From an optimization exercise on the open Yosys and OpenROAD flow, aimed at small area, a short achievable clock period and few clock cycles per item; shortcuts taken in it are not production practice.
In this exercise RTL edits were held to simulation tests only and were not proved equivalent to the original.

==> design/flow/design.v <==
package pps_pkg;
  localparam int NumSlots  = 16;   
  localparam int ValueBits = 16;   
  localparam int NumTest   = 4;    
  localparam int InitSteps = 2;    
endpackage
module pps_cell (
  input  logic [15:0] v_i,
  input  logic [15:0] v3_i,     
  input  logic [15:1] inv_i,
  input  logic [3:0]  sh_i,
  output logic [15:0] q_o,
  output logic        mok_o
);
  logic [15:0] x;
  logic [7:0]  d1, d2, d3;      
  logic [15:0] ra, rb;
  logic [15:0] mask;
  assign x = {inv_i, 1'b1};
  for (genvar j = 0; j < 8; j++) begin : g_dig
    assign d1[j] =  x[2*j] && !x[2*j+1];
    assign d2[j] = !x[2*j] &&  x[2*j+1];
    assign d3[j] =  x[2*j] &&  x[2*j+1];
  end
  logic p1, p2, p3, p4, p5, p6, p7, p8, p9, p10, p11, p12, p13, p14, p15, p16, p17, p18, p19, p20, p21, p22, p23, p24, p25, p26, p27, p28, p29, p30, p31, p32, p33, p34, p35, p36, p37, p38, p39, p40, p41, p42, p43, p44, p45, p46, p47, p48, p49, p50, p51, p52, p53, p54, p55, p56, p57, p58, p59, p60, p61, p62, p63, p64, p65, p66, p67, p68, p69, p70, p71, p72, s73, c74, s75, c76, s77, c78, s79, c80, s81, s82, s83, c84, s85, c86, s87, c88, s89, c90, s91, c92, s93, c94, s95, c96, s97, c98, s99, c100, s101, c102, s103, c104, s105, c106, s107, s108, s109, c110, s111, c112, s113, c114, s115, c116, s117, c118, s119, c120, s121, c122, s123, c124, s125, c126, s127, s128, c129, s130, c131, s132, c133, s134, c135, s136, c137, s138, c139, s140, c141, s142, c143, s144, c145, s146, c147, s148, c149, s150;
  assign p1 = x[1] ? v3_i[0] : v_i[0];
  assign p2 = x[1] ? v3_i[1] : v_i[1];
  assign p3 = x[1] ? v3_i[2] : v_i[2];
  assign p4 = x[1] ? v3_i[3] : v_i[3];
  assign p5 = x[1] ? v3_i[4] : v_i[4];
  assign p6 = x[1] ? v3_i[5] : v_i[5];
  assign p7 = x[1] ? v3_i[6] : v_i[6];
  assign p8 = x[1] ? v3_i[7] : v_i[7];
  assign p9 = x[1] ? v3_i[8] : v_i[8];
  assign p10 = x[1] ? v3_i[9] : v_i[9];
  assign p11 = x[1] ? v3_i[10] : v_i[10];
  assign p12 = x[1] ? v3_i[11] : v_i[11];
  assign p13 = x[1] ? v3_i[12] : v_i[12];
  assign p14 = x[1] ? v3_i[13] : v_i[13];
  assign p15 = x[1] ? v3_i[14] : v_i[14];
  assign p16 = x[1] ? v3_i[15] : v_i[15];
  assign p17 = (d1[1] & v_i[0]) | (d3[1] & v3_i[0]);
  assign p18 = (d1[1] & v_i[1]) | (d2[1] & v_i[0]) | (d3[1] & v3_i[1]);
  assign p19 = (d1[1] & v_i[2]) | (d2[1] & v_i[1]) | (d3[1] & v3_i[2]);
  assign p20 = (d1[1] & v_i[3]) | (d2[1] & v_i[2]) | (d3[1] & v3_i[3]);
  assign p21 = (d1[1] & v_i[4]) | (d2[1] & v_i[3]) | (d3[1] & v3_i[4]);
  assign p22 = (d1[1] & v_i[5]) | (d2[1] & v_i[4]) | (d3[1] & v3_i[5]);
  assign p23 = (d1[1] & v_i[6]) | (d2[1] & v_i[5]) | (d3[1] & v3_i[6]);
  assign p24 = (d1[1] & v_i[7]) | (d2[1] & v_i[6]) | (d3[1] & v3_i[7]);
  assign p25 = (d1[1] & v_i[8]) | (d2[1] & v_i[7]) | (d3[1] & v3_i[8]);
  assign p26 = (d1[1] & v_i[9]) | (d2[1] & v_i[8]) | (d3[1] & v3_i[9]);
  assign p27 = (d1[1] & v_i[10]) | (d2[1] & v_i[9]) | (d3[1] & v3_i[10]);
  assign p28 = (d1[1] & v_i[11]) | (d2[1] & v_i[10]) | (d3[1] & v3_i[11]);
  assign p29 = (d1[1] & v_i[12]) | (d2[1] & v_i[11]) | (d3[1] & v3_i[12]);
  assign p30 = (d1[1] & v_i[13]) | (d2[1] & v_i[12]) | (d3[1] & v3_i[13]);
  assign p31 = (d1[2] & v_i[0]) | (d3[2] & v3_i[0]);
  assign p32 = (d1[2] & v_i[1]) | (d2[2] & v_i[0]) | (d3[2] & v3_i[1]);
  assign p33 = (d1[2] & v_i[2]) | (d2[2] & v_i[1]) | (d3[2] & v3_i[2]);
  assign p34 = (d1[2] & v_i[3]) | (d2[2] & v_i[2]) | (d3[2] & v3_i[3]);
  assign p35 = (d1[2] & v_i[4]) | (d2[2] & v_i[3]) | (d3[2] & v3_i[4]);
  assign p36 = (d1[2] & v_i[5]) | (d2[2] & v_i[4]) | (d3[2] & v3_i[5]);
  assign p37 = (d1[2] & v_i[6]) | (d2[2] & v_i[5]) | (d3[2] & v3_i[6]);
  assign p38 = (d1[2] & v_i[7]) | (d2[2] & v_i[6]) | (d3[2] & v3_i[7]);
  assign p39 = (d1[2] & v_i[8]) | (d2[2] & v_i[7]) | (d3[2] & v3_i[8]);
  assign p40 = (d1[2] & v_i[9]) | (d2[2] & v_i[8]) | (d3[2] & v3_i[9]);
  assign p41 = (d1[2] & v_i[10]) | (d2[2] & v_i[9]) | (d3[2] & v3_i[10]);
  assign p42 = (d1[2] & v_i[11]) | (d2[2] & v_i[10]) | (d3[2] & v3_i[11]);
  assign p43 = (d1[3] & v_i[0]) | (d3[3] & v3_i[0]);
  assign p44 = (d1[3] & v_i[1]) | (d2[3] & v_i[0]) | (d3[3] & v3_i[1]);
  assign p45 = (d1[3] & v_i[2]) | (d2[3] & v_i[1]) | (d3[3] & v3_i[2]);
  assign p46 = (d1[3] & v_i[3]) | (d2[3] & v_i[2]) | (d3[3] & v3_i[3]);
  assign p47 = (d1[3] & v_i[4]) | (d2[3] & v_i[3]) | (d3[3] & v3_i[4]);
  assign p48 = (d1[3] & v_i[5]) | (d2[3] & v_i[4]) | (d3[3] & v3_i[5]);
  assign p49 = (d1[3] & v_i[6]) | (d2[3] & v_i[5]) | (d3[3] & v3_i[6]);
  assign p50 = (d1[3] & v_i[7]) | (d2[3] & v_i[6]) | (d3[3] & v3_i[7]);
  assign p51 = (d1[3] & v_i[8]) | (d2[3] & v_i[7]) | (d3[3] & v3_i[8]);
  assign p52 = (d1[3] & v_i[9]) | (d2[3] & v_i[8]) | (d3[3] & v3_i[9]);
  assign p53 = (d1[4] & v_i[0]) | (d3[4] & v3_i[0]);
  assign p54 = (d1[4] & v_i[1]) | (d2[4] & v_i[0]) | (d3[4] & v3_i[1]);
  assign p55 = (d1[4] & v_i[2]) | (d2[4] & v_i[1]) | (d3[4] & v3_i[2]);
  assign p56 = (d1[4] & v_i[3]) | (d2[4] & v_i[2]) | (d3[4] & v3_i[3]);
  assign p57 = (d1[4] & v_i[4]) | (d2[4] & v_i[3]) | (d3[4] & v3_i[4]);
  assign p58 = (d1[4] & v_i[5]) | (d2[4] & v_i[4]) | (d3[4] & v3_i[5]);
  assign p59 = (d1[4] & v_i[6]) | (d2[4] & v_i[5]) | (d3[4] & v3_i[6]);
  assign p60 = (d1[4] & v_i[7]) | (d2[4] & v_i[6]) | (d3[4] & v3_i[7]);
  assign p61 = (d1[5] & v_i[0]) | (d3[5] & v3_i[0]);
  assign p62 = (d1[5] & v_i[1]) | (d2[5] & v_i[0]) | (d3[5] & v3_i[1]);
  assign p63 = (d1[5] & v_i[2]) | (d2[5] & v_i[1]) | (d3[5] & v3_i[2]);
  assign p64 = (d1[5] & v_i[3]) | (d2[5] & v_i[2]) | (d3[5] & v3_i[3]);
  assign p65 = (d1[5] & v_i[4]) | (d2[5] & v_i[3]) | (d3[5] & v3_i[4]);
  assign p66 = (d1[5] & v_i[5]) | (d2[5] & v_i[4]) | (d3[5] & v3_i[5]);
  assign p67 = (d1[6] & v_i[0]) | (d3[6] & v3_i[0]);
  assign p68 = (d1[6] & v_i[1]) | (d2[6] & v_i[0]) | (d3[6] & v3_i[1]);
  assign p69 = (d1[6] & v_i[2]) | (d2[6] & v_i[1]) | (d3[6] & v3_i[2]);
  assign p70 = (d1[6] & v_i[3]) | (d2[6] & v_i[2]) | (d3[6] & v3_i[3]);
  assign p71 = (d1[7] & v_i[0]) | (d3[7] & v3_i[0]);
  assign p72 = (d1[7] & v_i[1]) | (d2[7] & v_i[0]) | (d3[7] & v3_i[1]);
  assign s73 = p13 ^ p27;
  assign c74 = p13 & p27;
  assign s75 = p14 ^ p28 ^ p40;
  assign c76 = (p14 & p28) | (p14 & p40) | (p28 & p40);
  assign s77 = p15 ^ p29 ^ p41;
  assign c78 = (p15 & p29) | (p15 & p41) | (p29 & p41);
  assign s79 = p51 ^ p59;
  assign c80 = p51 & p59;
  assign s81 = p16 ^ p30 ^ p42;
  assign s82 = p52 ^ p60 ^ p66;
  assign s83 = p9 ^ p23;
  assign c84 = p9 & p23;
  assign s85 = p10 ^ p24 ^ p36;
  assign c86 = (p10 & p24) | (p10 & p36) | (p24 & p36);
  assign s87 = p11 ^ p25 ^ p37;
  assign c88 = (p11 & p25) | (p11 & p37) | (p25 & p37);
  assign s89 = p47 ^ p55;
  assign c90 = p47 & p55;
  assign s91 = p12 ^ p26 ^ p38;
  assign c92 = (p12 & p26) | (p12 & p38) | (p26 & p38);
  assign s93 = p48 ^ p56 ^ p62;
  assign c94 = (p48 & p56) | (p48 & p62) | (p56 & p62);
  assign s95 = s73 ^ p39 ^ p49;
  assign c96 = (s73 & p39) | (s73 & p49) | (p39 & p49);
  assign s97 = p57 ^ p63 ^ p67;
  assign c98 = (p57 & p63) | (p57 & p67) | (p63 & p67);
  assign s99 = s75 ^ p50 ^ p58;
  assign c100 = (s75 & p50) | (s75 & p58) | (p50 & p58);
  assign s101 = p64 ^ p68 ^ c74;
  assign c102 = (p64 & p68) | (p64 & c74) | (p68 & c74);
  assign s103 = s77 ^ s79 ^ p65;
  assign c104 = (s77 & s79) | (s77 & p65) | (s79 & p65);
  assign s105 = p69 ^ p71 ^ c76;
  assign c106 = (p69 & p71) | (p69 & c76) | (p71 & c76);
  assign s107 = s81 ^ s82 ^ p70;
  assign s108 = p72 ^ c78 ^ c80;
  assign s109 = p7 ^ p21;
  assign c110 = p7 & p21;
  assign s111 = p8 ^ p22 ^ p34;
  assign c112 = (p8 & p22) | (p8 & p34) | (p22 & p34);
  assign s113 = s83 ^ p35 ^ p45;
  assign c114 = (s83 & p35) | (s83 & p45) | (p35 & p45);
  assign s115 = s85 ^ p46 ^ p54;
  assign c116 = (s85 & p46) | (s85 & p54) | (p46 & p54);
  assign s117 = s87 ^ s89 ^ p61;
  assign c118 = (s87 & s89) | (s87 & p61) | (s89 & p61);
  assign s119 = s91 ^ s93 ^ c88;
  assign c120 = (s91 & s93) | (s91 & c88) | (s93 & c88);
  assign s121 = s95 ^ s97 ^ c92;
  assign c122 = (s95 & s97) | (s95 & c92) | (s97 & c92);
  assign s123 = s99 ^ s101 ^ c96;
  assign c124 = (s99 & s101) | (s99 & c96) | (s101 & c96);
  assign s125 = s103 ^ s105 ^ c100;
  assign c126 = (s103 & s105) | (s103 & c100) | (s105 & c100);
  assign s127 = s107 ^ s108 ^ c104;
  assign s128 = p5 ^ p19;
  assign c129 = p5 & p19;
  assign s130 = p6 ^ p20 ^ p32;
  assign c131 = (p6 & p20) | (p6 & p32) | (p20 & p32);
  assign s132 = s109 ^ p33 ^ p43;
  assign c133 = (s109 & p33) | (s109 & p43) | (p33 & p43);
  assign s134 = s111 ^ p44 ^ c110;
  assign c135 = (s111 & p44) | (s111 & c110) | (p44 & c110);
  assign s136 = s113 ^ p53 ^ c112;
  assign c137 = (s113 & p53) | (s113 & c112) | (p53 & c112);
  assign s138 = s115 ^ c84 ^ c114;
  assign c139 = (s115 & c84) | (s115 & c114) | (c84 & c114);
  assign s140 = s117 ^ c86 ^ c116;
  assign c141 = (s117 & c86) | (s117 & c116) | (c86 & c116);
  assign s142 = s119 ^ c90 ^ c118;
  assign c143 = (s119 & c90) | (s119 & c118) | (c90 & c118);
  assign s144 = s121 ^ c94 ^ c120;
  assign c145 = (s121 & c94) | (s121 & c120) | (c94 & c120);
  assign s146 = s123 ^ c98 ^ c122;
  assign c147 = (s123 & c98) | (s123 & c122) | (c98 & c122);
  assign s148 = s125 ^ c102 ^ c124;
  assign c149 = (s125 & c102) | (s125 & c124) | (c102 & c124);
  assign s150 = s127 ^ c106 ^ c126;
  assign ra = {s150, s148, s146, s144, s142, s140, s138, s136, s134, s132, s130, s128, p4, p3, p2, p1};
  assign rb = {c149, c147, c145, c143, c141, c139, c137, c135, c133, c131, c129, p31, p18, p17, 1'b0, 1'b0};
  assign q_o   = ra + rb;
  assign mask  = ~(16'hffff << sh_i);
  assign mok_o = (v_i & mask) == 16'h0;
endmodule
module pipelined_prime_sieve (
  input  logic                          clk_i,
  input  logic                          rst_ni,
  input  logic                          in_valid_i,
  output logic                          in_stall_o,
  input  logic [pps_pkg::ValueBits-1:0] in_value_i,
  output logic                          out_valid_o,
  input  logic                          out_stall_i,
  output logic [pps_pkg::ValueBits-1:0] out_prime_value_o,
  output logic                          out_overflow_o
);
  localparam int NS = pps_pkg::NumSlots;
  localparam int T  = pps_pkg::NumTest;
  localparam int G  = NS / T;
  localparam int K  = pps_pkg::InitSteps;
  localparam int NC = (15 + K - 1) / K;    
  localparam int XW = NC * K;              
  localparam int CW = (NC > 1) ? $clog2(NC) : 1;
  logic [NS-1:0][15:1] inv_q;
  logic [NS-1:0][14:0] lim_q;
  logic [NS-1:0][3:0]  sh_q;
  logic [NS-1:0]       filled_q;    
  logic                pend_q;      
  logic [NS-1:0]       top_slot;    
  assign top_slot = filled_q & ~{1'b0, filled_q[NS-1:1]};
  logic        b_valid_q;
  logic [15:0] b_v_q;
  logic        acc, alive_in;
  assign in_stall_o = b_valid_q;
  assign acc        = in_valid_i && !b_valid_q;
  assign alive_in   = |in_value_i[15:1];
  logic         a_valid_q, a_old_q, a_last_q;
  logic [15:0]  a_v_q, a_v3_q;      
  logic [G-1:0] a_goh_q;            
  logic [T-1:0][15:1] a_inv_q;
  logic [T-1:0][14:0] a_lim_q;
  logic [T-1:0][3:0]  a_sh_q;
  logic [T-1:0]       a_fil_q, a_wt_q;
  logic [T-1:0][15:0] q_t;
  logic [T-1:0]       mok_t;
  for (genvar t = 0; t < T; t++) begin : g_test
    pps_cell u_cell (
      .v_i   (a_v_q),
      .v3_i  (a_v3_q),
      .inv_i (a_inv_q[t]),
      .sh_i  (a_sh_q[t]),
      .q_o   (q_t[t]),
      .mok_o (mok_t[t])
    );
  end
  logic         d_valid_q, d_old_q, d_div, d_wt_q, d_last_q;
  logic [T-1:0][15:0] d_q_q;        
  logic [T-1:0][14:0] d_lim_q;
  logic [T-1:0]       d_ok_q;       
  logic [T-1:0]       d_div_t;
  for (genvar t = 0; t < T; t++) begin : g_cmp
    assign d_div_t[t] = d_ok_q[t] &&
        (d_q_q[t] <= {d_lim_q[t][14] & d_lim_q[t][13], d_lim_q[t]});
  end
  assign d_div = |d_div_t;
  logic [15:0]  d_v_q, d_v3_q;
  logic [G-1:0] d_goh_q;
  logic         st_q;               
  logic         st2_q;              
  logic         pass, surv, drop, depart, keep, adv, store, out_ok;
  logic         n_valid, take;
  logic [15:0]  n_v;
  assign out_ok = !out_valid_q || !out_stall_i;
  assign pass   = d_valid_q && !d_div && !d_wt_q && !st_q && !st2_q;
  assign surv   = pass && d_last_q && d_old_q && out_ok;
  assign drop   = d_valid_q && d_div;
  assign depart = drop || surv;
  assign keep   = d_valid_q && !depart;
  assign adv    = pass && !d_last_q;
  assign store  = surv && !filled_q[NS-1];
  assign n_valid = b_valid_q || (acc && alive_in);
  assign n_v     = b_valid_q ? b_v_q : in_value_i;
  assign take    = !keep;           
  logic [G-1:0] n_goh;
  logic         n_last;
  logic [T-1:0][15:1] n_inv;
  logic [T-1:0][14:0] n_lim;
  logic [T-1:0][3:0]  n_sh;
  logic [T-1:0]       n_fil, n_wt;
  assign n_goh = !keep ? G'(1) : adv ? {d_goh_q[G-2:0], 1'b0} : d_goh_q;
  always_comb begin
    n_last = 1'b1;
    for (int g = 0; g < G - 1; g++) begin
      if (n_goh[g]) n_last = !filled_q[(g+1)*T];
    end
    for (int t = 0; t < T; t++) begin
      n_inv[t] = '0;
      n_lim[t] = '0;
      n_sh[t]  = '0;
      n_fil[t] = 1'b0;
      n_wt[t]  = 1'b0;
      for (int g = 0; g < G; g++) begin
        if (n_goh[g]) begin
          n_inv[t] = n_inv[t] | inv_q[g*T+t];
          n_lim[t] = n_lim[t] | lim_q[g*T+t];
          n_sh[t]  = n_sh[t]  | sh_q[g*T+t];
          n_fil[t] = n_fil[t] | filled_q[g*T+t];
          n_wt[t]  = n_wt[t]  | (pend_q && top_slot[g*T+t]);
        end
      end
    end
  end
  always_ff @(posedge clk_i or negedge rst_ni) begin
    if (!rst_ni) begin
      b_valid_q <= 1'b0;
      a_valid_q <= 1'b0;
      a_old_q   <= 1'b0;
      a_goh_q   <= G'(1);
      d_valid_q <= 1'b0;
      d_old_q   <= 1'b0;
      st_q      <= 1'b0;
      st2_q     <= 1'b0;
    end else begin
      st_q      <= store;
      st2_q     <= st_q;
      d_valid_q <= a_valid_q;
      d_old_q   <= a_old_q || (d_old_q && depart);
      d_goh_q   <= a_goh_q;
      a_goh_q   <= n_goh;
      if (keep) begin
        a_valid_q <= 1'b1;
        a_old_q   <= d_old_q;
      end else begin
        a_valid_q <= n_valid;
        a_old_q   <= !a_valid_q;
      end
      if (take) b_valid_q <= 1'b0;
      else if (acc && alive_in) b_valid_q <= 1'b1;
    end
  end
  always_ff @(posedge clk_i) begin
    d_v_q    <= a_v_q;
    d_v3_q   <= a_v3_q;
    d_q_q    <= q_t;
    d_lim_q  <= a_lim_q;
    d_ok_q   <= a_fil_q & ~a_wt_q & mok_t;
    d_wt_q   <= |(a_fil_q & a_wt_q);
    d_last_q <= a_last_q;
    a_last_q <= n_last;
    a_inv_q  <= n_inv;
    a_lim_q  <= n_lim;
    a_sh_q   <= n_sh;
    a_fil_q  <= n_fil;
    a_wt_q   <= n_wt;
    if (keep) begin
      a_v_q  <= d_v_q;
      a_v3_q <= d_v3_q;
    end else begin
      a_v_q  <= n_v;
      a_v3_q <= n_v + {n_v[14:0], 1'b0};
    end
    if (acc) b_v_q <= in_value_i;
  end
  logic        out_valid_q;
  logic [15:0] out_value_q;
  logic        out_ovf_q;
  always_ff @(posedge clk_i or negedge rst_ni) begin
    if (!rst_ni) begin
      out_valid_q <= 1'b0;
    end else if (surv) begin
      out_valid_q <= 1'b1;
    end else if (!out_stall_i) begin
      out_valid_q <= 1'b0;
    end
  end
  always_ff @(posedge clk_i) begin
    if (out_ok) begin
      out_value_q <= d_v_q;
      out_ovf_q   <= filled_q[NS-1];
    end
  end
  assign out_valid_o       = out_valid_q;
  assign out_prime_value_o = out_value_q;
  assign out_overflow_o    = out_ovf_q;
  logic          i_norm_q, i_calc_q, i_done_q, i_sync_q;
  logic [15:0]   i_m_q;
  logic [3:0]    i_s_q;
  logic [15:0]   i_e_q;
  logic [17:0]   i_r_q;     
  logic [XW-1:0] i_x_q, i_l_q;
  logic [CW-1:0] i_c_q;
  logic          o_valid, odep, nold_valid, nold_ev, i_free, i_last;
  logic          ld_spec, ld_st, ld, wr_fin;
  logic [15:0]   o_v, nold_v, ld_v;
  logic [15:0]   e_n;
  logic [17:0]   r_n;
  logic [K-1:0]  xb, lb;
  logic [XW-1:0] x_fin, l_fin;
  logic [14:0]   w_inv, w_lim;
  assign o_valid    = (d_valid_q && d_old_q) || (a_valid_q && a_old_q);
  assign o_v        = (d_valid_q && d_old_q) ? d_v_q : a_v_q;
  assign odep       = depart && d_old_q;
  assign nold_valid = a_valid_q || (take && n_valid);
  assign nold_v     = a_valid_q ? a_v_q : n_v;
  assign nold_ev    = (odep || !o_valid) && nold_valid;
  assign i_last  = i_calc_q && (i_c_q == CW'(NC - 1));
  assign wr_fin  = pend_q && (i_done_q || i_last);
  assign i_free  = !pend_q || wr_fin;
  assign ld_st   = store && !i_sync_q;
  assign ld_spec = !store && i_free && (nold_ev || (!i_sync_q && o_valid && !odep));
  assign ld      = ld_spec || ld_st;
  assign ld_v    = ld_st ? d_v_q : nold_ev ? nold_v : o_v;
  always_comb begin
    logic [16:0] es;
    e_n = i_e_q;
    r_n = i_r_q;
    for (int k = 0; k < K; k++) begin
      xb[k] = e_n[0];
      es    = {1'b0, e_n} + (e_n[0] ? {1'b0, i_m_q} : 17'h0);
      e_n   = es[16:1];
      if (!r_n[17]) r_n = {r_n[16:0], 1'b1} - {2'b0, i_m_q};
      else          r_n = {r_n[16:0], 1'b1} + {2'b0, i_m_q};
      lb[K-1-k] = !r_n[17];
    end
  end
  assign x_fin = {xb, i_x_q[XW-1:K]};
  assign l_fin = {i_l_q[XW-K-1:0], lb};
  assign w_inv = i_last ? x_fin[14:0] : i_x_q[14:0];
  assign w_lim = i_last ? l_fin[XW-1 -: 15] : i_l_q[XW-1 -: 15];
  always_ff @(posedge clk_i or negedge rst_ni) begin
    if (!rst_ni) begin
      i_norm_q <= 1'b0;
      i_calc_q <= 1'b0;
      i_done_q <= 1'b0;
      i_sync_q <= 1'b0;
      pend_q   <= 1'b0;
      filled_q <= '0;
    end else begin
      if (store) begin
        pend_q   <= 1'b1;
        filled_q <= {filled_q[NS-2:0], 1'b1};
      end else if (wr_fin) begin
        pend_q   <= 1'b0;
      end
      if (ld) begin
        i_sync_q <= ld_spec;
        i_norm_q <= !ld_v[0];
        i_calc_q <= ld_v[0];
        i_done_q <= 1'b0;
      end else begin
        if (store || odep) i_sync_q <= 1'b0;
        if (i_norm_q && i_m_q[1]) begin
          i_norm_q <= 1'b0;
          i_calc_q <= 1'b1;
        end
        if (i_last) begin
          i_calc_q <= 1'b0;
          i_done_q <= 1'b1;
        end
      end
    end
  end
  always_ff @(posedge clk_i) begin
    if (ld) begin
      i_m_q <= ld_v;
      i_s_q <= '0;
      i_e_q <= {1'b0, ld_v[15:1]};
      i_r_q <= 18'd1;
      i_c_q <= '0;
    end else if (i_norm_q) begin
      i_m_q <= {1'b0, i_m_q[15:1]};
      i_s_q <= i_s_q + 4'd1;
      i_e_q <= {2'b0, i_m_q[15:2]};
    end else if (i_calc_q) begin
      i_e_q <= e_n;
      i_r_q <= r_n;
      i_c_q <= i_c_q + CW'(1);
      i_x_q <= x_fin;
      i_l_q <= l_fin;
    end
  end
  for (genvar k = 0; k < NS; k++) begin : g_slot
    always_ff @(posedge clk_i) begin
      if (wr_fin && top_slot[k]) begin
        inv_q[k] <= w_inv;
        lim_q[k] <= w_lim;
        sh_q[k]  <= i_s_q;
      end
    end
  end
endmodule
==> design/flow/run.sh <==
#!/bin/bash
# synth_recipe.tcl (not shown) runs the flow's synth.tcl, then flattens the netlist and writes it again
# the make line also repeats each setting of config.mk as NAME=value (left out here)
make -C /OpenROAD-flow-scripts/flow DESIGN_CONFIG=/design/flow/config.mk WORK_HOME=/design/flow/orfs CLKGATE_MAP_FILE= SYNTH_SCRIPT=/design/flow/synth_recipe.tcl finish
==> design/flow/config.mk <==
export PLATFORM = sky130hd
export DESIGN_NAME = pipelined_prime_sieve
export DESIGN_NICKNAME = pipelined_prime_sieve
export VERILOG_FILES = /design/flow/design.v
export SDC_FILE = /design/flow/constraint.sdc
export NUM_CORES = 4
export LEC_CHECK = 0
export CAP_MARGIN = 20
export CORE_MARGIN = 2
export CORE_UTILIZATION = 40
export SETUP_SLACK_MARGIN = 2.5
export SLEW_MARGIN = 60
==> design/flow/constraint.sdc <==
create_clock -name core_clock -period 7.0 [get_ports {clk_i}]
set_input_delay 1.4000 -clock core_clock [delete_from_list [all_inputs] [get_ports {clk_i}]]
set_output_delay 1.4000 -clock core_clock [all_outputs]
set_load 0.01 [all_outputs]
==> results.sh, run 1 <==
export IMPL_synthesis_nets=4723
export IMPL_root_buffer="clkbuf_16"
export IMPL_max_slew_margin_pct=56.86
export IMPL_seq_area_frac_synth_pct=53.41
export IMPL_dp_worst_setup_slack_ns=1.800
export IMPL_synth_top_cell_by_area="edfxtp_1"
export IMPL_final_max_slew_viol_count=0
export IMPL_end_kind="flip-flop"
export IMPL_fp_dieH_um=362.6
export IMPL_start_util_pct=40.33
export IMPL_fin_crit_sh_pct=62.90
export IMPL_grt_max_degree=69
export IMPL_drtIter0Drc=3386
export IMPL_finalNonFillerCells=6119
export IMPL_fin_crit_ns=4.403
export IMPL_drive_above_1_share_pct=17.94
export IMPL_top_usage_layer="met2"
export IMPL_grt_pass1_wl_mm=219.0
export IMPL_max_cap_violations=0
export IMPL_path_buf_inv=2
export IMPL_rsz0062_at_grt="yes"
export IMPL_cp_max_fo=6
export IMPL_synth_edf_count=644
export IMPL_ys_top_cells_by_count="edfxtp_1, dfxtp_1, a22oi_1, nand2_1, mux2_2"
export IMPL_cts_tree="done"
export IMPL_fin_tns_setup_ns=0
export IMPL_vias=34670
export IMPL_hold_depth=0
export IMPL_synth_top_area_share_pct=37.60
export IMPL_synth_most_common_cell="edfxtp_1"
export IMPL_dieArea_um2=131500
export IMPL_cp_start_kind="flip-flop"
export IMPL_hp_class="reg2reg"
export IMPL_grt_pass1_vias=33510
export IMPL_clockBufferDepth=3
export IMPL_die_x_um=362.6
export IMPL_grt_overflow=0
export IMPL_critical_path_required_ns=7.42
export IMPL_firstDrtPassIters=6
export IMPL_hpwl_mm=96.95
export IMPL_num_rows=131
export IMPL_vias_per_cell=5.666
export IMPL_drc_errors=0
export IMPL_setup_viol=0
export IMPL_numPlacedInstances=5832
export IMPL_synthFlopType="edfxtp_1"
export IMPL_worstSetupPathDepth=19
export IMPL_core_area_um2=127500
export IMPL_skew_ns=0.05736
export IMPL_clock_sink_count=1042
export IMPL_numCtsBuffers=104
export IMPL_synthDistinctLibCells=96
export IMPL_synth_area_leaders="edfxtp_1, dfxtp_1, ha_1"
export IMPL_hold_slack_ns=0.3067
export IMPL_yosysWarnings=1
export IMPL_clock_latency_ns=0.73
export IMPL_rr_worst_depth=19
export IMPL_grt_use_met1_pct=31.52
export IMPL_fin_util_pct=46.13
export IMPL_fin_ws_ns=2.597
export IMPL_wl_per_cell_um=24.24
export IMPL_critPathArrivalTime_ns=4.82
export IMPL_outcome="timing/DRC/antenna clean"
export IMPL_met2_usage_pct=34.84
export IMPL_path_delay_family="compound AO/OA/AOI/OAI gates"
export IMPL_io_pin_count=39
export IMPL_crit_type="reg2reg"
export IMPL_ant_nets=0
export IMPL_ys_seq_elements=1042
export IMPL_hold_buffers=0
export IMPL_path_clk_slew_ns=0.06
export IMPL_fmax_mhz=227.1
export IMPL_routed_wl_mm=148.3
export IMPL_netlist_area_um2=51430
export IMPL_syn_inst=4325
export IMPL_port_buffers=38
export IMPL_grtUsageTotal_pct=22.16
export IMPL_htree_levels=3
export IMPL_use_met3_pct=3.351
export IMPL_antenna_found_initial=6
export IMPL_cp_common_cell="xnor2_2"
export IMPL_path_cells="clkinvlp_4 -> fa_2 -> a21o_1 -> nand4_1 -> nand2_2 -> a21oi_2 -> nor2b_1 -> o31ai_2 -> xnor2_2 -> ha_4 -> or3_4 -> a211oi_4 -> nor2_2 -> a211oi_2 -> a211o_1 -> o211ai_1 -> o41ai_4 -> buf_4 -> xnor2_2"
export IMPL_cp_slowest_stage_delay_ns=0.44
export IMPL_layout_nets=4759
export IMPL_synthToLayoutAreaGrowth_pct=14.38
export IMPL_hold_viol_final=0
export IMPL_async_reset_ff_share_pct=3.167
export IMPL_gp_congestion=0.9043
export IMPL_tightest_slew_ns=0.6387
export IMPL_syn_area_per_cell_um2=11.89
export IMPL_slowest_stage="fa_2"
-- layout make-up --
cell class	count	area (um2)
fill	11350	68690
multi-input combinational	2760	22680
clock inverter	52	623.1
inverter	247	957.2
antenna	4	10.01
sequential	1042	27570
clock buffer	146	2920
tap	1662	2079
timing repair buffer	206	1994
-- worst register-to-register path, stage by stage, from the launching register on --
cell,delay (ns)
edfxtp_1,0.42
clkinvlp_4,0.25
fa_2,0.45
a21o_1,0.20
nand4_1,0.11
nand2_2,0.09
a21oi_2,0.14
nor2b_1,0.07
o31ai_2,0.32
xnor2_2,0.19
ha_4,0.26
or3_4,0.34
a211oi_4,0.24
nor2_2,0.09
a211oi_2,0.27
a211o_1,0.16
o211ai_1,0.13
o41ai_4,0.10
buf_4,0.18
xnor2_2,0.10
-- cells in the final DEF, fill, tap and decap left out, types with 15 or more instances in the layout --
master	instances
a21o_1	37
a21oi_1	160
a21oi_2	16
a22o_1	128
a22oi_1	345
and2_1	35
buf_4	123
buf_6	24
clkbuf_1	27
clkbuf_16	107
clkdlybuf4s50_1	37
clkinv_2	18
dfrtp_1	31
dfxtp_1	315
dfxtp_2	37
edfxtp_1	644
fa_1	128
ha_1	234
inv_1	237
mux2_2	259
mux2i_1	52
nand2_1	324
nand2b_1	37
nand3_1	33
nand4_1	19
nor2_1	160
nor2_4	17
nor2b_1	56
nor3_1	41
o211ai_1	18
o21a_1	15
o21ai_0	188
o21ai_1	16
o22ai_1	30
or3_1	27
xnor2_1	116
xor2_1	38
-- metal layers --
layer  vias up  wire (um)
met2      1193      67360
met4         2       4169
met1     17390      66220
met5         -         13
met3       200      10570
li1      15880          -
-- path summary, 6_finish.rpt --
kind,start,to,slack (ns)
worst max-delay path,i_m_q[2]$_DFFE_PP_,i_l_q[0]$_DFFE_PP_,2.60
min in group asynchronous,rst_ni,out_valid_q$_DFFE_PN0P_,0.59
worst max register to register,i_m_q[2]$_DFFE_PP_,i_l_q[0]$_DFFE_PP_,2.60
worst min-delay path,a_lim_q[34]$_DFF_P_,d_lim_q[34]$_DFF_P_,0.31
max in group asynchronous,rst_ni,a_goh_q[0]$_DFF_PN1_,6.05
worst min register to register,a_lim_q[34]$_DFF_P_,d_lim_q[34]$_DFF_P_,0.31
-- timing repair --
item                                    4_1_cts  5_1_grt
endpoints found under the setup margin       21       55
pin swaps                                     1       31
resized for setup                            40       86
gates cloned                                  0        1
setup buffers                                16       65
-- sequential cells by signal, indices dropped and copies added (netlist names), 18 cells and up --
name     cells
i_r_q       18
a_inv_q     60
d_q_q       64
sh_q        64
lim_q      240
inv_q      240
a_lim_q     60
d_lim_q     60
-- kinds of logic after synthesis --
kind of cell | after synthesis | synth area share (%)
AO/OA/AOI/OAI | 1084 | 14.46
AND/OR/NAND/NOR | 821 | 7.561
XOR/XNOR | 162 | 2.759
multiplexers | 313 | 6.724
adder cells (fa/ha/maj) | 380 | 11.13
buffers and inverters | 523 | 3.946
flip-flops | 1042 | 53.41
-- per-stage QoR --
stage | instance area [um2]
4_1_cts | 57800
5_1_grt | 58820
3_3_place_gp | 53550
6_report | 58830
3_5_place_dp | 53970
2_1_floorplan | 51430
Testbench counts, summed over its fixed seeds: cycles 5,085, items 3,080.
==> run 2, diff against run 1 <==
--- a/design/flow/config.mk
+++ b/design/flow/config.mk
@@ -10,3 +10,3 @@
 export CORE_UTILIZATION = 40
-export SETUP_SLACK_MARGIN = 2.5
-export SLEW_MARGIN = 60
+export SETUP_SLACK_MARGIN = 3.2
+export SLEW_MARGIN = 20
==> run 2 against run 1 <==
Still clean on timing, DRC and antenna. Critical path depth rose by 5. Area after synthesis is the same. Worst hold slack improved by 0.020 ns. Die area unchanged. Register-to-register slack gained 0.09 ns. Worst setup slack improved by 0.088 ns. Core utilization increased by 2.2 points.
==> results.sh, run 2 <==
export IMPL_hpwl_mm=96.11
export IMPL_cp_max_fo=8
export IMPL_grt_overflow=0
export IMPL_ys_top_cells_by_count="edfxtp_1, dfxtp_1, a22oi_1, nand2_1, mux2_2"
export IMPL_crit_type="reg2reg"
export IMPL_synth_area_leaders="edfxtp_1, dfxtp_1, ha_1"
export IMPL_synth_most_common_cell="edfxtp_1"
export IMPL_numPlacedInstances=5823
export IMPL_rsz0062_at_grt="yes"
export IMPL_io_pin_count=39
export IMPL_fp_dieH_um=362.6
export IMPL_dp_worst_setup_slack_ns=1.812
export IMPL_fin_tns_setup_ns=0
export IMPL_end_kind="flip-flop"
export IMPL_met3_length_mm=13.59
export IMPL_syn_inst=4325
export IMPL_synth_adder_area_share_pct=11.13
export IMPL_synth_compound_gate_area_share_pct=14.46
export IMPL_wl_met1_mm=69.79
export IMPL_critical_path_required_ns=7.57
export IMPL_synth_xor_area_share_pct=2.759
export IMPL_top_regs="inv_q x240, lim_q x240"
export IMPL_root_buffer="clkbuf_16"
export IMPL_numCtsBuffers=104
export IMPL_fin_ws_ns=2.685
export IMPL_setup_viol=0
export IMPL_regArea_um2=27630
export IMPL_start_util_pct=40.33
export IMPL_port_buffers=38
export IMPL_finalNonFillerCells=6262
export IMPL_grtUsageTotal_pct=24.00
export IMPL_synthDistinctLibCells=96
export IMPL_vias_per_cell=5.794
export IMPL_drive_above_1_share_pct=24.45
export IMPL_synth_top_family_by_area="compound AO/OA/AOI/OAI gates"
export IMPL_path_clk_slew_ns=0.06
export IMPL_final_max_slew_viol_count=0
export IMPL_grt_pass1_vias=34880
export IMPL_max_cap_violations=0
export IMPL_hold_viol_final=0
export IMPL_synthFlopType="edfxtp_1"
export IMPL_max_slew_margin_pct=34.34
export IMPL_grt_pass1_wl_mm=233.8
export IMPL_routed_wl_mm=161.2
export IMPL_fmax_mhz=231.7
export IMPL_n_fill_cell=11150
export IMPL_fin_crit_ns=4.315
export IMPL_synth_top_cell_by_area="edfxtp_1"
export IMPL_dieArea_um2=131500
export IMPL_num_rows=131
export IMPL_vias=36280
export IMPL_synthToLayoutAreaGrowth_pct=19.72
export IMPL_fin_crit_sh_pct=61.64
export IMPL_tightest_slew_ns=0.9790
export IMPL_drc_errors=0
export IMPL_clock_sink_count=1042
export IMPL_antenna_found_initial=10
export IMPL_yosys_area_share_simple_pct=7.561
export IMPL_htree_levels=3
export IMPL_firstDrtPassIters=7
export IMPL_layout_nets=4905
export IMPL_clock_latency_ns=0.73
export IMPL_drtIter0Drc=4132
export IMPL_hp_class="reg2reg"
export IMPL_cts_tree="done"
export IMPL_cp_start_kind="flip-flop"
export IMPL_hold_slack_ns=0.3264
export IMPL_critPathArrivalTime_ns=4.88
export IMPL_multi_input_area_um2=23810
export IMPL_dr_max_layer_used="met5"
export IMPL_ant_nets=0
export IMPL_ys_seq_elements=1042
export IMPL_synthesis_nets=4723
export IMPL_outcome="timing/DRC/antenna clean"
export IMPL_yosysWarnings=1
export IMPL_netlist_area_um2=51430
export IMPL_final_common_cell="edfxtp_1"
export IMPL_syn_area_per_cell_um2=11.89
export IMPL_hold_buffers=0
export IMPL_async_reset_ff_share_pct=3.167
export IMPL_muxShareOfSynthArea_pct=6.724
export IMPL_core_area_um2=127500
export IMPL_synth_top_area_share_pct=37.60
export IMPL_skew_ns=0.03732
export IMPL_seq_area_frac_synth_pct=53.41
export IMPL_wl_per_cell_um=25.74
export IMPL_final_cell_mix="edfxtp_1, a22oi_1, nand2_1"
export IMPL_wl_met2_mm=71.20
export IMPL_die_x_um=362.6
export IMPL_gp_congestion=0.9101
export IMPL_grt_max_degree=55
export IMPL_clockBufferDepth=3
export IMPL_synth_edf_count=644
## run 2: worst paths after layout
path	start	endpoint	slack (ns)	cells after the start
worst max register to register	i_m_q[1]$_DFFE_PP_	i_r_q[17]$_SDFFE_PP0P_	2.68	24
max in group asynchronous	rst_ni	b_valid_q$_DFFE_PN0P_	5.85	2
worst min register to register	a_lim_q[41]$_DFF_P_	d_lim_q[41]$_DFF_P_	0.33	0
min in group asynchronous	rst_ni	out_valid_q$_DFFE_PN0P_	0.73	2
worst max-delay path	i_m_q[1]$_DFFE_PP_	i_r_q[17]$_SDFFE_PP0P_	2.68	24
worst min-delay path	a_lim_q[41]$_DFF_P_	d_lim_q[41]$_DFF_P_	0.33	0
## run 2: logic make-up (layout without fill, tap and decap cells)
logic type	count (synthesis)	after routing
xor+xnor	162	162
simple gates	821	823
flops	1042	1042
mux	313	313
compound gates	1084	1084
fa+ha+maj	380	380
buf+inv	523	794
other cells	0	2
## run 2: through the flow
stage | cell area (um2) | util [%]
2_1_floorplan | 51960 | -
3_3_place_gp | 53770 | 42.16
3_5_place_dp | 53770 | 42.16
4_1_cts | 60520 | 47.46
5_1_grt | 61570 | 48.28
6_report | 61580 | 48.29
## run 2: cell type report
| cell class | instances | share of cell area [%] |
|---|---|---|
| multi-input combinational | 2762 | 38.66 |
| timing repair inverter | 6 | 0.07721 |
| clock buffer | 151 | 5.027 |
| sequential | 1042 | 44.87 |
| inverter | 247 | 1.697 |
| clock inverter | 46 | 0.7660 |
| timing repair buffer | 344 | 5.521 |
| tap | 1662 | 3.377 |
| antenna | 2 | 0.008128 |
## run 2: layer usage
| layer | vias to the layer above | track usage, % |
|---|---|---|
| li1 | 16180 | - |
| met1 | 18070 | 34.04 |
| met2 | 1712 | 36.48 |
| met3 | 320 | 3.952 |
| met4 | 2 | 9.796 |
| met5 | - | 0 |
## run 2: repair_timing
action	CTS	global route
gates cloned	14	2
buffers inserted	183	41
hold endpoints to repair	0	0
gates resized for setup	368	173
pin swaps	149	105
setup endpoints to repair	324	283
## run 2: critical path, stage by stage (launching register included)
cell and delay (ns):
edfxtp_1 0.38, buf_6 0.12, buf_8 0.12, ha_4 0.13, inv_2 0.04, fa_2 0.34, a21o_1 0.19, nand4_1 0.08
nand2_2 0.10, buf_4 0.17, nor2_1 0.08, a21oi_1 0.06, xor2_1 0.15, buf_4 0.15, ha_4 0.27, or3_4 0.40
a211oi_4 0.20, nor2_2 0.09, a211oi_2 0.25, a211o_1 0.16, o211ai_1 0.13, o41ai_4 0.09, buf_4 0.19, mux2i_1 0.19
o31ai_1 0.08
==> run 3, diff against run 2 <==
--- a/design/flow/config.mk
+++ b/design/flow/config.mk
@@ -10,3 +10,2 @@
 export CORE_UTILIZATION = 40
-export SETUP_SLACK_MARGIN = 3.2
 export SLEW_MARGIN = 20
==> run 3 against run 2 <==
Still clean on timing, DRC and antenna. Routed wire length decreased by 9.5%. Critical path depth decreased by 10.
==> results.sh, run 3 <==
export IMPL_outcome="timing/DRC/antenna clean"
export IMPL_top_regs="inv_q x240, lim_q x240"
export IMPL_hold_buffers=0
export IMPL_core_area_um2=127500
export IMPL_synth_top_cell_by_area="edfxtp_1"
export IMPL_fin_crit_ns=5.501
export IMPL_grt_pass1_vias=33030
export IMPL_firstDrtPassIters=6
export IMPL_tightest_slew_ns=1.147
export IMPL_drive_above_1_share_pct=12.84
export IMPL_port_buffers=38
export IMPL_end_kind="flip-flop"
export IMPL_ys_seq_elements=1042
export IMPL_synth_area_leaders="edfxtp_1, dfxtp_1, ha_1"
export IMPL_die_x_um=362.6
export IMPL_dieArea_um2=131500
export IMPL_synth_xor_area_share_pct=2.759
export IMPL_synth_top_family_by_area="compound AO/OA/AOI/OAI gates"
export IMPL_seq_area_frac_synth_pct=53.41
export IMPL_clock_sink_count=1042
export IMPL_synth_edf_count=644
export IMPL_synthDistinctLibCells=96
export IMPL_synthesis_nets=4723
export IMPL_drtIter0Drc=3533
export IMPL_drc_errors=0
export IMPL_fin_ws_ns=1.499
export IMPL_grt_pass1_wl_mm=217.6
export IMPL_final_common_cell="edfxtp_1"
export IMPL_synth_compound_gate_area_share_pct=14.46
export IMPL_cp_max_fo=17
export IMPL_layout_nets=4666
export IMPL_grt_overflow=0
export IMPL_cp_start_kind="flip-flop"
export IMPL_rsz0062_at_grt="no"
export IMPL_fin_tns_setup_ns=0
export IMPL_num_rows=131
export IMPL_syn_area_per_cell_um2=11.89
export IMPL_final_max_slew_viol_count=0
export IMPL_synthFlopType="edfxtp_1"
export IMPL_io_pin_count=39
export IMPL_syn_inst=4325
export IMPL_synth_most_common_cell="edfxtp_1"
export IMPL_clock_latency_ns=0.71
export IMPL_synth_adder_area_share_pct=11.13
export IMPL_htree_levels=3
export IMPL_yosys_area_share_simple_pct=7.561
export IMPL_cts_setup_buffers=0
export IMPL_cts_resized=0
export IMPL_hpwl_mm=95.64
export IMPL_setup_viol=0
export IMPL_hold_viol_final=0
export IMPL_fp_dieH_um=362.6
export IMPL_clockBufferDepth=3
export IMPL_dp_worst_setup_slack_ns=1.577
export IMPL_numCtsBuffers=106
export IMPL_hp_class="reg2reg"
export IMPL_fmax_mhz=181.8
export IMPL_grt_max_degree=143
export IMPL_path_clk_slew_ns=0.06
export IMPL_yosysWarnings=1
export IMPL_crit_type="reg2reg"
export IMPL_critical_path_required_ns=7.54
export IMPL_skew_ns=0.05760
export IMPL_cts_tree="done"
export IMPL_ys_top_cells_by_count="edfxtp_1, dfxtp_1, a22oi_1, nand2_1, mux2_2"
export IMPL_vias_per_cell=5.643
export IMPL_netlist_area_um2=51430
export IMPL_start_util_pct=40.33
export IMPL_synthToLayoutAreaGrowth_pct=11.11
export IMPL_fin_crit_sh_pct=78.58
export IMPL_max_slew_margin_pct=23.37
export IMPL_async_reset_ff_share_pct=3.167
export IMPL_max_cap_violations=0
export IMPL_final_cell_mix="edfxtp_1, dfxtp_1, a22oi_1"
export IMPL_ant_nets=0
export IMPL_critPathArrivalTime_ns=6.04
export IMPL_synth_top_area_share_pct=37.60
export IMPL_gp_congestion=0.9043
export IMPL_muxShareOfSynthArea_pct=6.724
export IMPL_wl_per_cell_um=24.22
export IMPL_root_buffer="clkbuf_16"
export IMPL_antenna_found_initial=5
export IMPL_routed_wl_mm=145.9
export IMPL_vias=34010
export IMPL_grtUsageTotal_pct=21.93
-- run 3: cell types whose count changed in the layout (fill, tap and decap cells not counted), sizes merged --
| cell | delta |
|---|---|
| clkdlybuf4s50 | +2 |
| dlymetal6s2s | -1 |
| clkbuf | +9 |
| bufinv | -2 |
| dlygate4sd2 | -1 |
| clkinv | -6 |
| or3 | -2 |
| inv | -2 |
| buf | -228 |
| bufbuf | -5 |
-- run 3: final timing paths --
check                                          end                 from  depth (start not counted)  slack (ns)
max                              d_q_q[15]$_DFF_P_   a_inv_q[1]$_DFF_P_                         14        1.50
max reg2reg                      d_q_q[15]$_DFF_P_   a_inv_q[1]$_DFF_P_                         14        1.50
min in group asynchronous  out_valid_q$_DFFE_PN0P_               rst_ni                          1        0.85
max in group asynchronous    b_valid_q$_DFFE_PN0P_               rst_ni                          1        5.57
min reg2reg                    d_lim_q[34]$_DFF_P_  a_lim_q[34]$_DFF_P_                          0        0.31
min                            d_lim_q[34]$_DFF_P_  a_lim_q[34]$_DFF_P_                          0        0.31
-- run 3: critical path: stages (launching register included) --
cell and delay (ns):
dfxtp_1 0.94, nor2b_1 0.85, a22oi_1 0.26, fa_1 0.48, fa_1 0.55, inv_1 0.05
fa_1 0.49, inv_1 0.05, fa_1 0.37, xnor2_1 0.20, xnor2_1 0.16, xnor2_1 0.15
xnor2_1 0.16, xnor2_1 0.13, xnor2_1 0.49
-- run 3: through the flow --
stage | instances | utilization (%) | hold WS, ns | instance area (um2)
after global placement | 5822 | 41.99 | 0.3111 | 53550
after floorplan | 4325 | - | 0.3096 | 51430
after CTS | 6024 | 44.81 | 0.2993 | 57140
final | 6026 | 44.82 | 0.3071 | 57150
after global routing | 6024 | 44.81 | 0.3029 | 57140
after detailed placement | 5822 | 41.99 | 0.3121 | 53550
-- run 3: cell type report --
| type | instances | area, um2 |
|---|---|---|
| fill | 11520 | 70370 |
| sequential | 1042 | 27480 |
| multi-input combinational | 2760 | 22060 |
| clock buffer | 160 | 3163 |
| tap | 1662 | 2079 |
| timing repair buffer | 111 | 985.9 |
| inverter | 247 | 937.1 |
| clock inverter | 42 | 434.2 |
| antenna | 2 | 5.005 |
-- run 3: logic make-up after synthesis --
family | after synthesis
buffers and inverters | 523
muxes | 313
xor gates and xnor gates | 162
AOI/OAI and AO/OA | 1084
DFF | 1042
and+or+nand+nor | 821
adders and majority gates | 380
-- run 3: layer usage --
metal  part of all wire, %  track usage (%)  routed length [um]
met1                    45            31.56               65820
met2                    46            34.41               66470
met3                   6.7            3.115                9849
met4                   2.6            6.248                3779
met5                0.0089                0                  13
==> run 4, diff against run 3 <==
--- a/design/flow/design.v
+++ b/design/flow/design.v
@@ -216,5 +216,17 @@
   logic [T-1:0][15:1] a_inv_q;
-  logic [T-1:0][14:0] a_lim_q;
-  logic [T-1:0][3:0]  a_sh_q;
+  logic [T-1:0][14:0] s_lim;         
+  logic [T-1:0][3:0]  s_sh;
   logic [T-1:0]       a_fil_q, a_wt_q;
+  always_comb begin
+    for (int t = 0; t < T; t++) begin
+      s_lim[t] = '0;
+      s_sh[t]  = '0;
+      for (int g = 0; g < G; g++) begin
+        if (a_goh_q[g]) begin
+          s_lim[t] = s_lim[t] | lim_q[g*T+t];
+          s_sh[t]  = s_sh[t]  | sh_q[g*T+t];
+        end
+      end
+    end
+  end
   logic [T-1:0][15:0] q_t;
@@ -226,3 +238,3 @@
       .inv_i (a_inv_q[t]),
-      .sh_i  (a_sh_q[t]),
+      .sh_i  (s_sh[t]),
       .q_o   (q_t[t]),
@@ -262,4 +274,2 @@
   logic [T-1:0][15:1] n_inv;
-  logic [T-1:0][14:0] n_lim;
-  logic [T-1:0][3:0]  n_sh;
   logic [T-1:0]       n_fil, n_wt;
@@ -273,4 +283,2 @@
       n_inv[t] = '0;
-      n_lim[t] = '0;
-      n_sh[t]  = '0;
       n_fil[t] = 1'b0;
@@ -280,4 +288,2 @@
           n_inv[t] = n_inv[t] | inv_q[g*T+t];
-          n_lim[t] = n_lim[t] | lim_q[g*T+t];
-          n_sh[t]  = n_sh[t]  | sh_q[g*T+t];
           n_fil[t] = n_fil[t] | filled_q[g*T+t];
@@ -320,3 +326,3 @@
     d_q_q    <= q_t;
-    d_lim_q  <= a_lim_q;
+    d_lim_q  <= s_lim;
     d_ok_q   <= a_fil_q & ~a_wt_q & mok_t;
@@ -326,4 +332,2 @@
     a_inv_q  <= n_inv;
-    a_lim_q  <= n_lim;
-    a_sh_q   <= n_sh;
     a_fil_q  <= n_fil;
@@ -367,5 +371,6 @@
   logic [CW-1:0] i_c_q;
-  logic          o_valid, odep, nold_valid, nold_ev, i_free, i_last;
+  logic          odep_q;     
+  logic          o_valid, i_free, i_last;
   logic          ld_spec, ld_st, ld, wr_fin;
-  logic [15:0]   o_v, nold_v, ld_v;
+  logic [15:0]   o_v, ld_v;
   logic [15:0]   e_n;
@@ -375,8 +380,4 @@
   logic [14:0]   w_inv, w_lim;
-  assign o_valid    = (d_valid_q && d_old_q) || (a_valid_q && a_old_q);
-  assign o_v        = (d_valid_q && d_old_q) ? d_v_q : a_v_q;
-  assign odep       = depart && d_old_q;
-  assign nold_valid = a_valid_q || (take && n_valid);
-  assign nold_v     = a_valid_q ? a_v_q : n_v;
-  assign nold_ev    = (odep || !o_valid) && nold_valid;
+  assign o_valid = (d_valid_q && d_old_q) || (a_valid_q && a_old_q);
+  assign o_v     = (d_valid_q && d_old_q) ? d_v_q : a_v_q;
   assign i_last  = i_calc_q && (i_c_q == CW'(NC - 1));
@@ -384,6 +385,6 @@
   assign i_free  = !pend_q || wr_fin;
-  assign ld_st   = store && !i_sync_q;
-  assign ld_spec = !store && i_free && (nold_ev || (!i_sync_q && o_valid && !odep));
+  assign ld_st   = st_q && !i_sync_q;
+  assign ld_spec = !ld_st && i_free && o_valid && (odep_q || !i_sync_q);
   assign ld      = ld_spec || ld_st;
-  assign ld_v    = ld_st ? d_v_q : nold_ev ? nold_v : o_v;
+  assign ld_v    = ld_st ? out_value_q : o_v;
   always_comb begin
@@ -411,2 +412,3 @@
       i_sync_q <= 1'b0;
+      odep_q   <= 1'b0;
       pend_q   <= 1'b0;
@@ -414,2 +416,3 @@
     end else begin
+      odep_q <= depart && d_old_q;
       if (store) begin
@@ -426,3 +429,3 @@
       end else begin
-        if (store || odep) i_sync_q <= 1'b0;
+        if (odep_q) i_sync_q <= 1'b0;
         if (i_norm_q && i_m_q[1]) begin
--- a/design/flow/config.mk
+++ b/design/flow/config.mk
@@ -10,2 +10,3 @@
 export CORE_UTILIZATION = 40
+export SETUP_SLACK_MARGIN = 2.5
 export SLEW_MARGIN = 20
==> run 4 against run 3 <==
Core utilization up 0.56 points. Count of clock-buffer cells in the layout down 22. Synthesized cell count down 2.9%. Area after synthesis down 2.2%. Register-to-register slack better by 1.1 ns. Clock skew up 0.0030 ns. Worst setup slack better by 1.1 ns. Largest cell class unchanged. Highest routed layer unchanged.
==> results.sh, run 4 <==
export IMPL_outcome="timing/DRC/antenna clean"
export IMPL_fin_crit_ns=4.376
export IMPL_root_buffer="clkbuf_16"
export IMPL_vias=34030
export IMPL_hold_buffers=0
export IMPL_top_regs="inv_q x240, lim_q x240"
export IMPL_synthDistinctLibCells=95
export IMPL_hpwl_mm=97.70
export IMPL_drc_errors=0
export IMPL_met3_length_mm=10.20
export IMPL_path_buf_inv=0
export IMPL_synthesis_nets=4596
export IMPL_wl_met1_mm=67.35
export IMPL_fin_tns_setup_ns=0
export IMPL_htree_levels=3
export IMPL_netlist_area_um2=50290
export IMPL_hp_class="reg2reg"
export IMPL_dpl_cell_area_um2=52510
export IMPL_synthFlopType="edfxtp_1"
export IMPL_die_x_um=358.6
export IMPL_end_kind="flip-flop"
export IMPL_grt_max_degree=72
export IMPL_fin_crit_sh_pct=62.52
export IMPL_final_max_slew_viol_count=0
export IMPL_critical_path_required_ns=7.43
export IMPL_synth_top_area_share_pct=38.45
export IMPL_hold_viol_final=0
export IMPL_path_clk_slew_ns=0.06
export IMPL_wl_met2_mm=64.81
export IMPL_max_cap_violations=0
export IMPL_syn_inst=4198
export IMPL_ant_nets=0
export IMPL_rsz0062_at_grt="yes"
export IMPL_synth_edf_count=644
export IMPL_regArea_um2=26030
export IMPL_synth_top_cell_by_area="edfxtp_1"
export IMPL_fp_dieH_um=358.6
export IMPL_wl_per_cell_um=24.82
export IMPL_numCtsBuffers=101
export IMPL_drive_above_1_share_pct=17.86
export IMPL_path_delay_family="compound AO/OA/AOI/OAI gates"
export IMPL_firstDrtPassIters=6
export IMPL_skew_ns=0.06060
export IMPL_syn_area_per_cell_um2=11.98
export IMPL_numPlacedInstances=5700
export IMPL_vias_per_cell=5.747
export IMPL_port_buffers=38
export IMPL_async_reset_ff_share_pct=3.516
export IMPL_max_slew_margin_pct=32.84
export IMPL_synth_most_common_cell="edfxtp_1"
export IMPL_final_common_cell="edfxtp_1"
export IMPL_io_pin_count=39
export IMPL_clock_latency_ns=0.72
export IMPL_num_rows=130
export IMPL_yosysWarnings=1
export IMPL_grtUsageTotal_pct=22.63
export IMPL_path_cells="and2_4 -> fa_2 -> a21o_1 -> a21oi_4 -> o21bai_1 -> a21oi_2 -> o21bai_1 -> a41o_1 -> o41ai_4 -> xnor2_1 -> ha_1 -> and3_1 -> a21oi_1 -> o21ai_1 -> or4_1 -> a31oi_2 -> xnor2_1 -> a21o_1"
export IMPL_dr_max_layer_used="met5"
export IMPL_clock_sink_count=967
export IMPL_seq_area_frac_synth_pct=51.65
export IMPL_synthToLayoutAreaGrowth_pct=13.00
export IMPL_slowest_stage="edfxtp_1"
export IMPL_fin_ws_ns=2.624
export IMPL_grt_pass1_wl_mm=218.1
export IMPL_grt_overflow=0
export IMPL_start_util_pct=40.15
export IMPL_synth_area_leaders="edfxtp_1, dfxtp_1, mux2_2"
export IMPL_cp_slowest_stage_delay_ns=0.47
export IMPL_drtIter0Drc=3426
export IMPL_critPathArrivalTime_ns=4.81
export IMPL_crit_type="reg2reg"
export IMPL_antenna_found_initial=7
export IMPL_fmax_mhz=228.5
export IMPL_fin_area_um2=56830
export IMPL_tightest_slew_ns=0.9983
export IMPL_multi_input_area_um2=22920
export IMPL_ys_seq_elements=967
export IMPL_dp_worst_setup_slack_ns=1.967
export IMPL_ys_top_cells_by_count="edfxtp_1, a22oi_1, mux2_2, dfxtp_1, nand2_1"
export IMPL_finalNonFillerCells=5922
export IMPL_core_area_um2=125200
export IMPL_final_cell_mix="edfxtp_1, a22oi_1, mux2_2"
export IMPL_cts_tree="done"
export IMPL_setup_viol=0
export IMPL_cp_start_kind="flip-flop"
export IMPL_dieArea_um2=128600
export IMPL_n_fill_cell=11320
export IMPL_clockBufferDepth=3
export IMPL_layout_nets=4581
export IMPL_routed_wl_mm=147.0
export IMPL_grt_pass1_vias=33460
export IMPL_cp_max_fo=4
export IMPL_antennaDiodeCount=0
export IMPL_gp_congestion=0.9193
==> run 4: through the flow <==
step	util, %	hold slack, ns
2_1_floorplan	-	0.3096
3_3_place_gp	41.93	0.3107
3_5_place_dp	41.93	0.3158
4_1_cts	45.00	0.3289
5_1_grt	45.37	0.3271
6_report	45.37	0.3261
==> run 4: what timing repair did <==
action	CTS	global route
pin swaps	1	25
endpoints found under the setup margin	28	29
gates resized for setup	41	81
setup buffers	14	16
==> run 4: area by class of cell <==
type	instances	share of cell area, %
sequential	967	45.80
multi-input combinational	2716	40.34
clock buffer	138	5.196
tap	1650	3.633
timing repair buffer	149	2.250
inverter	248	1.642
clock inverter	54	1.136
==> run 4: worst paths after layout <==
| path | startpoint | cells past startpoint | slack [ns] | end |
|---|---|---|---|---|
| min reg2reg | a_last_q$_DFF_P_ | 0 | 0.33 | d_last_q$_DFF_P_ |
| min in group asynchronous | rst_ni | 2 | 0.81 | pend_q$_DFFE_PN0P_ |
| max reg2reg | i_m_q[1]$_DFFE_PP_ | 18 | 2.62 | i_e_q[14]$_DFFE_PP_ |
| min | a_last_q$_DFF_P_ | 0 | 0.33 | d_last_q$_DFF_P_ |
| max in group asynchronous | rst_ni | 2 | 5.70 | a_goh_q[1]$_DFF_PN0_ |
| max | i_m_q[1]$_DFFE_PP_ | 18 | 2.62 | i_e_q[14]$_DFFE_PP_ |
==> run 4: cells by family (layout without fill, tap and decap cells) <==
logic type | after synthesis | in the layout | share of synthesized area [%]
compound gates | 985 | 985 | 13.92
xor+xnor | 159 | 159 | 2.769
fa+ha+maj | 378 | 378 | 11.34
flops | 967 | 967 | 51.65
buf+inv | 515 | 589 | 3.943
mux | 392 | 392 | 8.608
simple gates | 802 | 802 | 7.762
==> run 4: routing by layer <==
| metal | vias to the layer above | GRT usage, % |
|---|---|---|
| met5 | - | 0 |
| met2 | 1255 | 34.55 |
| met3 | 224 | 3.482 |
| met4 | 2 | 6.992 |
| li1 | 15370 | - |
| met1 | 17180 | 33.08 |
==> run 4: worst reg2reg max path: cells and delay by family, from the launching register on <==
kind / cells / cell delay [ns]
AO/OA/AOI/OAI: 11 / 1.94
AND/OR/NAND/NOR: 3 / 0.79
adder cells (fa/ha/maj): 2 / 0.70
flip-flops: 1 / 0.47
XOR/XNOR: 2 / 0.22
Testbench counts of run 4, summed over its fixed seeds: cycles 5,093, items 3,080.

## afterwards: timing with drivers on the ports
No port has a modelled driver above. Below, the same layouts with a new extraction and two added sets of constraints. Step 1 (the two cells are an assumption about what drives the block):
set clk [get_ports {clk_i}]
set_driving_cell -lib_cell sky130_fd_sc_hd__clkbuf_16 $clk
set_driving_cell -lib_cell sky130_fd_sc_hd__buf_2 [delete_from_list [all_inputs] $clk]
Step 2 times the ports against the registers' clock, not the clock port: input delays grow and output delays shrink by t, the midpoint of the rising clock arrivals with the driver on. Three values: ideal, step 1, step 2; two values: the first two.
run | shift t [ns] | setup WS [ns] | worst hold slack (ns) | worst register clock-pin slew, ns
run 1 | 0.772 | 2.597 / 2.597 / 2.095 | 0.307 / 0.307 / 0.307 | 0.07 / 0.07
run 2 | 0.782 | 2.685 / 2.685 / 2.625 | 0.326 / 0.326 / 0.326 | 0.07 / 0.07
run 3 | 0.754 | 1.499 / 1.499 / 1.499 | 0.307 / 0.307 / 0.307 | 0.07 / 0.07
run 4 | 0.770 | 2.624 / 2.624 / 2.098 | 0.326 / 0.326 / 0.326 | 0.07 / 0.07
After both steps every run listed still meets setup and hold. For run 4, which loses most, drivers alone change the setup slack by 0.000 ns; drivers and shift together by -0.526 ns.
